Context: an optimization exercise on an open-source flow, tuned for small area. The choices shown serve that exercise and are no tape-out recipe.
The RTL was checked by simulation tests, not by an equivalence proof against the original design.
Power is estimated from default activity; no workload was simulated.

`config.mk`:
```
export PLATFORM = sky130hd
export DESIGN_NAME = gpr_bank
export DESIGN_NICKNAME = gpr_bank
export VERILOG_FILES = /design/flow/design.v
export SDC_FILE = /design/flow/constraint.sdc
export NUM_CORES = 4
export LEC_CHECK = 0
export CAP_MARGIN = 20
export CORE_MARGIN = 2
export CORE_UTILIZATION = 40
export SETUP_SLACK_MARGIN = 0.3
export SLEW_MARGIN = 20
```
`constraint.sdc`:
```
create_clock -name core_clock -period 7.0 [get_ports {rclk1}]
set_input_delay 1.4000 -clock core_clock [delete_from_list [all_inputs] [get_ports {rclk1}]]
set_output_delay 1.4000 -clock core_clock [all_outputs]
set_load 0.01 [all_outputs]
```
`design.v`:
```
package gpr_cfg_pkg;
   localparam int DATA_W    = 32;    
   localparam int ADDR_W    = 4;     
   localparam int NUM_SLOTS = 16;    
   localparam int NUM_LO    = 8;     
   typedef logic [DATA_W-1:0]            data_t;
   typedef logic [ADDR_W-1:0]            addr_t;
   typedef logic [$clog2(NUM_SLOTS)-1:0] slot_t;
   localparam addr_t ARCH_SP  = 4'd13;    
   localparam addr_t ARCH_LR  = 4'd14;
   localparam addr_t ARCH_AUX = 4'd15;    
   localparam slot_t SLOT_MSP = 4'd13;
   localparam slot_t SLOT_PSP = 4'd14;
   localparam slot_t SLOT_LR  = 4'd15;
   localparam data_t RESET_VAL = '1;      
endpackage
package gpr_ctl_pkg;
   typedef enum logic [1:0] {
      LS_BYTE = 2'd0,    
      LS_HALF = 2'd1,    
      LS_WORD = 2'd2,    
      LS_NONE = 2'd3     
   } ls_size_e;
   typedef enum logic {
      SP_MSP = 1'b0,     
      SP_PSP = 1'b1      
   } sp_sel_e;
endpackage
`timescale 1ns/1ps
module gpr_write_decode (
   input  logic               rclk1,
   input  logic               rar_reset_n,
   input  logic               hready_i,        
   input  logic               wr_en_i,
   input  logic               sp_sel_en_i,     
   input  logic               sp_sel_psp_i,    
   input  logic               sp_sel_auto_i,   
   input  logic               sp_auto_i,
   input  gpr_cfg_pkg::addr_t wr_addr_i,
   input  gpr_cfg_pkg::addr_t ra_addr_i,
   input  gpr_cfg_pkg::addr_t rb_addr_i,
   input  gpr_cfg_pkg::data_t wdata_i,
   output gpr_cfg_pkg::slot_t wr_slot_o,       
   output logic               wr_go_o,         
   output gpr_cfg_pkg::data_t wdata_o,         
   output gpr_cfg_pkg::slot_t ra_slot_o,       
   output gpr_cfg_pkg::slot_t rb_slot_o,       
   output logic               ra_ok_o,         
   output logic               rb_ok_o
);
   gpr_ctl_pkg::sp_sel_e sp_sel_q;      
   gpr_ctl_pkg::sp_sel_e sp_sel_nxt;
   logic                 wr_ok;         
   function automatic gpr_cfg_pkg::slot_t arch_to_slot(
      input gpr_cfg_pkg::addr_t   addr,
      input gpr_ctl_pkg::sp_sel_e sel);
      gpr_cfg_pkg::slot_t slot;
      case (addr)
         gpr_cfg_pkg::ARCH_SP:
            slot = (sel == gpr_ctl_pkg::SP_PSP) ? gpr_cfg_pkg::SLOT_PSP
                                                : gpr_cfg_pkg::SLOT_MSP;
         gpr_cfg_pkg::ARCH_LR: slot = gpr_cfg_pkg::SLOT_LR;
         default:              slot = addr;    
      endcase
      arch_to_slot = slot;
   endfunction
   assign sp_sel_nxt = (sp_sel_psp_i | (sp_sel_auto_i & sp_auto_i)) ?
                       gpr_ctl_pkg::SP_PSP : gpr_ctl_pkg::SP_MSP;
   always_ff @(posedge rclk1 or negedge rar_reset_n) begin
      if (!rar_reset_n)
         sp_sel_q <= gpr_ctl_pkg::SP_PSP;
      else if (sp_sel_en_i && hready_i)    
         sp_sel_q <= sp_sel_nxt;
   end
   assign wr_ok     = (wr_addr_i != gpr_cfg_pkg::ARCH_AUX);
   assign wr_slot_o = arch_to_slot(wr_addr_i, sp_sel_q);
   assign wr_go_o   = wr_en_i & hready_i & wr_ok;
   assign wdata_o   = wdata_i;
   assign ra_slot_o = arch_to_slot(ra_addr_i, sp_sel_q);
   assign rb_slot_o = arch_to_slot(rb_addr_i, sp_sel_q);
   assign ra_ok_o   = (ra_addr_i != gpr_cfg_pkg::ARCH_AUX);    
   assign rb_ok_o   = (rb_addr_i != gpr_cfg_pkg::ARCH_AUX);
endmodule
`timescale 1ns/1ps
module gpr_reg_slot #(
   parameter int SLOT_IDX = 0           
) (
   input  logic               rclk1,
   input  logic               rar_reset_n,
   input  gpr_cfg_pkg::slot_t wr_slot_i,
   input  logic               wr_go_i,
   input  gpr_cfg_pkg::data_t wdata_i,
   input  gpr_cfg_pkg::slot_t ra_slot_i,
   input  gpr_cfg_pkg::slot_t rb_slot_i,
   input  logic               ra_ok_i,
   input  logic               rb_ok_i,
   output gpr_cfg_pkg::data_t ra_part_o,   
   output gpr_cfg_pkg::data_t rb_part_o
);
   localparam gpr_cfg_pkg::slot_t MY_SLOT = SLOT_IDX;
   localparam logic IS_SP = (MY_SLOT == gpr_cfg_pkg::SLOT_MSP) ||
                            (MY_SLOT == gpr_cfg_pkg::SLOT_PSP);
   localparam gpr_cfg_pkg::data_t KEEP = IS_SP ? 32'hffff_fffc : 32'hffff_ffff;
   gpr_cfg_pkg::data_t q;               
   logic               wr_hit;
   logic               ra_hit;
   logic               rb_hit;
   assign wr_hit = wr_go_i & (wr_slot_i == MY_SLOT);
   always_ff @(posedge rclk1 or negedge rar_reset_n) begin
      if (!rar_reset_n)
         q <= gpr_cfg_pkg::RESET_VAL & KEEP;
      else if (wr_hit)
         q <= wdata_i & KEEP;           
   end
   assign ra_hit = ra_ok_i & (ra_slot_i == MY_SLOT);
   assign rb_hit = rb_ok_i & (rb_slot_i == MY_SLOT);
   assign ra_part_o = ra_hit ? q : '0;
   assign rb_part_o = rb_hit ? q : '0;
endmodule
`timescale 1ns/1ps
module gpr_read_merge (
   input  logic [gpr_cfg_pkg::NUM_SLOTS*gpr_cfg_pkg::DATA_W-1:0] ra_part_i,
   input  logic [gpr_cfg_pkg::NUM_SLOTS*gpr_cfg_pkg::DATA_W-1:0] rb_part_i,
   output gpr_cfg_pkg::data_t       ra_lo_o,    
   output gpr_cfg_pkg::data_t       ra_hi_o,    
   output gpr_cfg_pkg::data_t       rb_lo_o,
   output gpr_cfg_pkg::data_t       rb_hi_o
);
   always_comb begin
      gpr_cfg_pkg::data_t ra_lo;
      gpr_cfg_pkg::data_t ra_hi;
      gpr_cfg_pkg::data_t rb_lo;
      gpr_cfg_pkg::data_t rb_hi;
      ra_lo = '0;
      rb_lo = '0;
      for (int k = 0; k < gpr_cfg_pkg::NUM_LO; k++) begin
         ra_lo = ra_lo | ra_part_i[k*gpr_cfg_pkg::DATA_W +: gpr_cfg_pkg::DATA_W];
         rb_lo = rb_lo | rb_part_i[k*gpr_cfg_pkg::DATA_W +: gpr_cfg_pkg::DATA_W];
      end
      ra_hi = ra_lo;
      rb_hi = rb_lo;
      for (int k = gpr_cfg_pkg::NUM_LO; k < gpr_cfg_pkg::NUM_SLOTS; k++) begin
         ra_hi = ra_hi | ra_part_i[k*gpr_cfg_pkg::DATA_W +: gpr_cfg_pkg::DATA_W];
         rb_hi = rb_hi | rb_part_i[k*gpr_cfg_pkg::DATA_W +: gpr_cfg_pkg::DATA_W];
      end
      ra_lo_o = ra_lo;
      ra_hi_o = ra_hi;
      rb_lo_o = rb_lo;
      rb_hi_o = rb_hi;
   end
endmodule
`timescale 1ns/1ps
module gpr_store_lanes (
   input  gpr_cfg_pkg::data_t    rb_data_i,      
   input  logic [1:0]            ls_size_i,      
   input  logic                  write_last_i,   
   output gpr_cfg_pkg::data_t    hwdata_o
);
   logic [7:0] b0;
   logic [7:0] b1;
   logic [7:0] b2;
   logic [7:0] b3;
   assign b0 = rb_data_i[7:0];
   assign b1 = rb_data_i[15:8];
   assign b2 = rb_data_i[23:16];
   assign b3 = rb_data_i[31:24];
   always_comb begin
      if (write_last_i) begin
         case (ls_size_i)
            gpr_ctl_pkg::LS_BYTE: hwdata_o = {b0, b0, b0, b0};    
            gpr_ctl_pkg::LS_HALF: hwdata_o = {b1, b0, b1, b0};    
            gpr_ctl_pkg::LS_WORD: hwdata_o = {b3, b2, b1, b0};
            default:              hwdata_o = {8'h00, b0, b1, b0};
         endcase
      end
      else begin
         hwdata_o = {8'h00, b0, b1, 8'h00};
      end
   end
endmodule
`timescale 1ns/1ps
module gpr_bank (
   input  logic                             rclk1,
   input  logic                             rar_reset_n,
   input  logic                             hready_i,        
   input  logic                             wr_en_i,
   input  logic                             sp_sel_en_i,
   input  logic                             sp_sel_psp_i,
   input  logic                             sp_sel_auto_i,
   input  logic                             sp_auto_i,       
   input  logic                             write_last_i,
   input  logic [gpr_cfg_pkg::ADDR_W-1:0]   wr_addr_i,
   input  logic [gpr_cfg_pkg::ADDR_W-1:0]   ra_addr_i,
   input  logic [gpr_cfg_pkg::ADDR_W-1:0]   rb_addr_i,
   input  logic [1:0]                       ls_size_i,       
   input  logic [gpr_cfg_pkg::DATA_W-1:0]   wdata_i,
   output logic [gpr_cfg_pkg::DATA_W-1:0]   ra_data_lo_o,
   output logic [gpr_cfg_pkg::DATA_W-1:0]   ra_data_hi_o,
   output logic [gpr_cfg_pkg::DATA_W-1:0]   rb_data_lo_o,
   output logic [gpr_cfg_pkg::DATA_W-1:0]   rb_data_hi_o,
   output logic [gpr_cfg_pkg::DATA_W-1:0]   hwdata_o
);
   gpr_cfg_pkg::slot_t wr_slot;
   logic               wr_go;
   gpr_cfg_pkg::data_t wdata;
   gpr_cfg_pkg::slot_t ra_slot;
   gpr_cfg_pkg::slot_t rb_slot;
   logic               ra_ok;
   logic               rb_ok;
   logic [gpr_cfg_pkg::NUM_SLOTS*gpr_cfg_pkg::DATA_W-1:0] ra_part;
   logic [gpr_cfg_pkg::NUM_SLOTS*gpr_cfg_pkg::DATA_W-1:0] rb_part;
   gpr_write_decode u_decode (
      .rclk1         (rclk1),
      .rar_reset_n   (rar_reset_n),
      .hready_i      (hready_i),
      .wr_en_i       (wr_en_i),
      .sp_sel_en_i   (sp_sel_en_i),
      .sp_sel_psp_i  (sp_sel_psp_i),
      .sp_sel_auto_i (sp_sel_auto_i),
      .sp_auto_i     (sp_auto_i),
      .wr_addr_i     (wr_addr_i),
      .ra_addr_i     (ra_addr_i),
      .rb_addr_i     (rb_addr_i),
      .wdata_i       (wdata_i),
      .wr_slot_o     (wr_slot),
      .wr_go_o       (wr_go),
      .wdata_o       (wdata),
      .ra_slot_o     (ra_slot),
      .rb_slot_o     (rb_slot),
      .ra_ok_o       (ra_ok),
      .rb_ok_o       (rb_ok)
   );
   for (genvar k = 0; k < gpr_cfg_pkg::NUM_SLOTS; k++) begin : g_slot
      gpr_reg_slot #(
         .SLOT_IDX (k)
      ) u_slot (
         .rclk1       (rclk1),
         .rar_reset_n (rar_reset_n),
         .wr_slot_i   (wr_slot),
         .wr_go_i     (wr_go),
         .wdata_i     (wdata),
         .ra_slot_i   (ra_slot),
         .rb_slot_i   (rb_slot),
         .ra_ok_i     (ra_ok),
         .rb_ok_i     (rb_ok),
         .ra_part_o   (ra_part[k*gpr_cfg_pkg::DATA_W +: gpr_cfg_pkg::DATA_W]),
         .rb_part_o   (rb_part[k*gpr_cfg_pkg::DATA_W +: gpr_cfg_pkg::DATA_W])
      );
   end
   gpr_read_merge u_merge (
      .ra_part_i (ra_part),
      .rb_part_i (rb_part),
      .ra_lo_o (ra_data_lo_o),
      .ra_hi_o (ra_data_hi_o),
      .rb_lo_o (rb_data_lo_o),
      .rb_hi_o (rb_data_hi_o)
   );
   gpr_store_lanes u_lanes (
      .rb_data_i    (rb_data_hi_o),
      .ls_size_i    (ls_size_i),
      .write_last_i (write_last_i),
      .hwdata_o     (hwdata_o)
   );
endmodule
```
`run.sh`:
```
#!/bin/bash
# synth_recipe.tcl (not shown) runs the flow's synth.tcl, then flattens the netlist and writes it again
# the make line also repeats each setting of config.mk as NAME=value (left out here)
make -C /OpenROAD-flow-scripts/flow DESIGN_CONFIG=/design/flow/config.mk WORK_HOME=/design/flow/orfs CLKGATE_MAP_FILE= SYNTH_SCRIPT=/design/flow/synth_recipe.tcl finish
```
==> impl_metrics.tcl <==
set metrics [dict create \
    tightest_slew_ps 1230 \
    fin_nets 2423 \
    finalSetupTns_ps 0 \
    cts_tree "yes" \
    rsz0062_at_grt "false" \
    ir_drop_v 0.000205 \
    root_buffer "clkbuf_16" \
    routed_wl_mm 115 \
    vias_per_cell 6.73 \
    sw_frac_of_total 0.293 \
    finalSetupViolations 0 \
    cts_buffers 56 \
    yosysSeqAreaShare 0.485 \
    start_util 0.403 \
    combPwrFrac 0.219 \
    reg2reg_to "g_slot[14].u_slot.q[6]" \
    grt_antenna_before_repair 4 \
    ys_ff_latch 509 \
    port_buffers 214 \
    finish.utilization 0.481 \
    cts.sinks 509 \
    worst_setup_path_end_kind "output port" \
    synth-edff-count 0 \
    hp-start "g_slot[11].u_slot.q[27]" \
    slew_violations 0 \
    yosysMostFrequentCell "mux2_2" \
    rows 96 \
    dp_hpwl_mm 75.9 \
    rrSetupSlack_ps 4070 \
    hold_ws_ps 625 \
    drv_cap 0 \
    ys_warn_count 19 \
    overflow 0 \
    grt_first_pass_wirelength_mm 163 \
    htreeDepth 2 \
    die-area_sq_mm 0.0710 \
    cp.arrival_ps 5180 \
    drt-initial-drc-count 2810 \
    die_y_microns 267 \
    hold_viol 0 \
    fillCellCount 6029 \
    synthTopCellsByCount "mux2_2, dfstp_2, mux2i_1, a22oi_1, clkbuf_1" \
    areaGrowthSynthToFinish_pct 19.5 \
    antennaDiodeCount 0 \
    netlist.area_leader.share 0.485 \
    clock_latency_ps 650 \
    ios 215 \
    outcome "complete, no violations" \
    register_area_sq_mm 0.0134 \
    multi_input_area_sq_mm 0.0133 \
    cts_resized 0 \
    finalClockSkew_ps 32.7 \
    core_area_sq_mm 0.0685 \
    cp_max_fo 35 \
    clkTransAtPathRegs_ps 60 \
    r2r_cells 4 \
    drc_errors 0 \
    syn_area_sq_mm 0.0276 \
    critPathKind "input port to output port" \
    power.total_mw 9.74 \
    cts_setup_buffers 0 \
    seqPwrFrac 0.455 \
    track_usage 0.318 \
    grt_pass1_vias 22000 \
    synth_cells 2189 \
    worstHoldPathCells 1 \
    firstDrtPassIters 10 \
    gp_congestion 1.00 \
    power_frac_clock 0.326 \
    die_x_microns 267 \
    power_switching_mw 2.85 \
    reg2reg_from "u_decode.sp_sel_q" \
    p_leak_nw 13.0 \
    synthArstFlopShare 1.00 \
    powerDensity_mw_per_mm2 296 \
    p_int_mw 6.89 \
    worst_ep_required_time_ps 5600 \
    worstHoldPathType "flip-flop to flip-flop" \
    hold_buffers 0 \
    wire_per_inst_microns 34.8 \
    drive_above_1_share 0.555 \
    period_share 0.939 \
    yosys.cell_types.count 71 \
    layout_min_cycle_time_ps 6580 \
    synth_top_area_cell "dfstp_2" \
    hold_path_end "g_slot[11].u_slot.q[27]" \
    synth_fp_nets 2244 \
    fmax_mhz 152 \
    drtAntennaViolNets 0 \
    slew_headroom 0.181 \
    grt_max_degree 166 \
    vias 22200 \
    synthTopCellsByArea "dfstp_2, mux2_2, mux2i_1" \
    clockBufferDepth 3 \
    synth_area_per_cell_sq_um 12.6 \
    cp-start-kind "input port" \
    synth-main-ff-cell "dfstp_2" \
]
==> state kept, by name, indices dropped and copies added, names as in the netlist <==
register	flops
g_slot.u_slot.q	508
u_decode.sp_sel_q	1
==> critical path, cell delays in order <==
cell,delay [ps]
buf_4,470
buf_4,350
nand2_1,240
nor3_1,620
buf_4,350
a22o_1,270
nor3_2,50
buf_4,200
o221ai_1,470
clkdlybuf4s50_1,650
==> cell families (layout without fill, tap and decap cells) <==
logic type             Yosys count  in the layout  synth area share
AO/OA/AOI/OAI                  484            484             0.144
multiplexers                   694            694             0.280
AND/OR/NAND/NOR                269            269            0.0529
flip-flops                     509            509             0.485
buffers and inverters          233            459            0.0383
==> worst max-delay path by stage <==
stage                      start            to  cells after the start
floorplan           rb_addr_i[1]  hwdata_o[27]                      8
global placement    rb_addr_i[2]  hwdata_o[24]                     10
detailed placement  rb_addr_i[2]  hwdata_o[24]                     10
CTS                 rb_addr_i[2]  hwdata_o[24]                     10
global route        rb_addr_i[2]  hwdata_o[24]                     10
finish              rb_addr_i[2]  hwdata_o[24]                     10
==> cell type report <==
type                            count  area share
Sequential cell                   509       0.406
Multi-Input combinational cell   1447       0.405
Timing Repair Buffer              330      0.0930
Clock buffer                       82      0.0510
Tap cell                          882      0.0335
Clock inverter                     23     0.00911
Inverter                           24     0.00273
==> per-stage QoR <==
stage                     instance area [sq um]  instances  worst slack [ps]
after floorplan                           27600       2189              2530
after global placement                    31000       3192               627
after global routing                      32900       3297               519
after detailed placement                  31000       3192               683
after CTS                                 32900       3297               651
final                                     32900       3297               424
==> per-layer routing <==
| layer | up-vias | track usage | part of all wire | routed length, microns |
|---|---|---|---|---|
| li1 | 8848 | - | - | - |
| met1 | 11600 | 0.429 | 0.41 | 46600 |
| met2 | 1431 | 0.459 | 0.43 | 48800 |
| met3 | 331 | 0.0954 | 0.11 | 12900 |
| met4 | 12 | 0.159 | 0.054 | 6240 |
| met5 | - | 0.0152 | 0.0015 | 172 |
==> placed cells by master (no fill, tap or decap), drive strengths merged, types with 42 or more instances in the layout <==
cell	synthesis	layout
mux2	546	546
dfstp	509	509
clkdlybuf4s50	0	208
mux2i	142	142
a22oi	141	141
buf	86	122
clkbuf	123	82
nor2	60	60
a22o	59	59
a222oi	51	51
nand3	43	43
nand2	42	42
==> power by group through the flow <==
stage | Combinational (mW) | Clock, mW | Sequential, mW
2_1_floorplan | 1.22 | 0 | 4.25
3_3_place_gp | 2.07 | 0 | 4.42
3_5_place_dp | 2.10 | 0 | 4.44
4_1_cts | 2.11 | 3.21 | 4.41
5_1_grt | 2.25 | 3.33 | 4.50
6_report | 2.14 | 3.18 | 4.43

-- re-timing with driven ports --
How much do the figures lean on ideal ports? The routed layout below was timed once more, with nothing changed but the port constraints.
Step 1, drivers: a clkbuf_16 drives rclk1 and a buf_2 each remaining input, both assumed.
Step 2 moves the port delays by t, midway between the first and last clock arrival at a register: inputs arrive t later, outputs are due t later. That takes back most of the time a late clock gives input paths.
Slacks: no drivers / after step 1 / after step 2; pairs: no drivers / after step 1.
t (ns): 0.694
slack for setup (ns): 0.424 / 0.398 / 0.398
hold WS [ns]: 0.625 / 0.625 / 0.625
slew at the worst register clock pin (ns): 0.07 / 0.07
After both steps setup and hold are still met in this run. For this run, drivers alone change the setup slack by -0.026 ns; drivers and shift together by -0.026 ns.
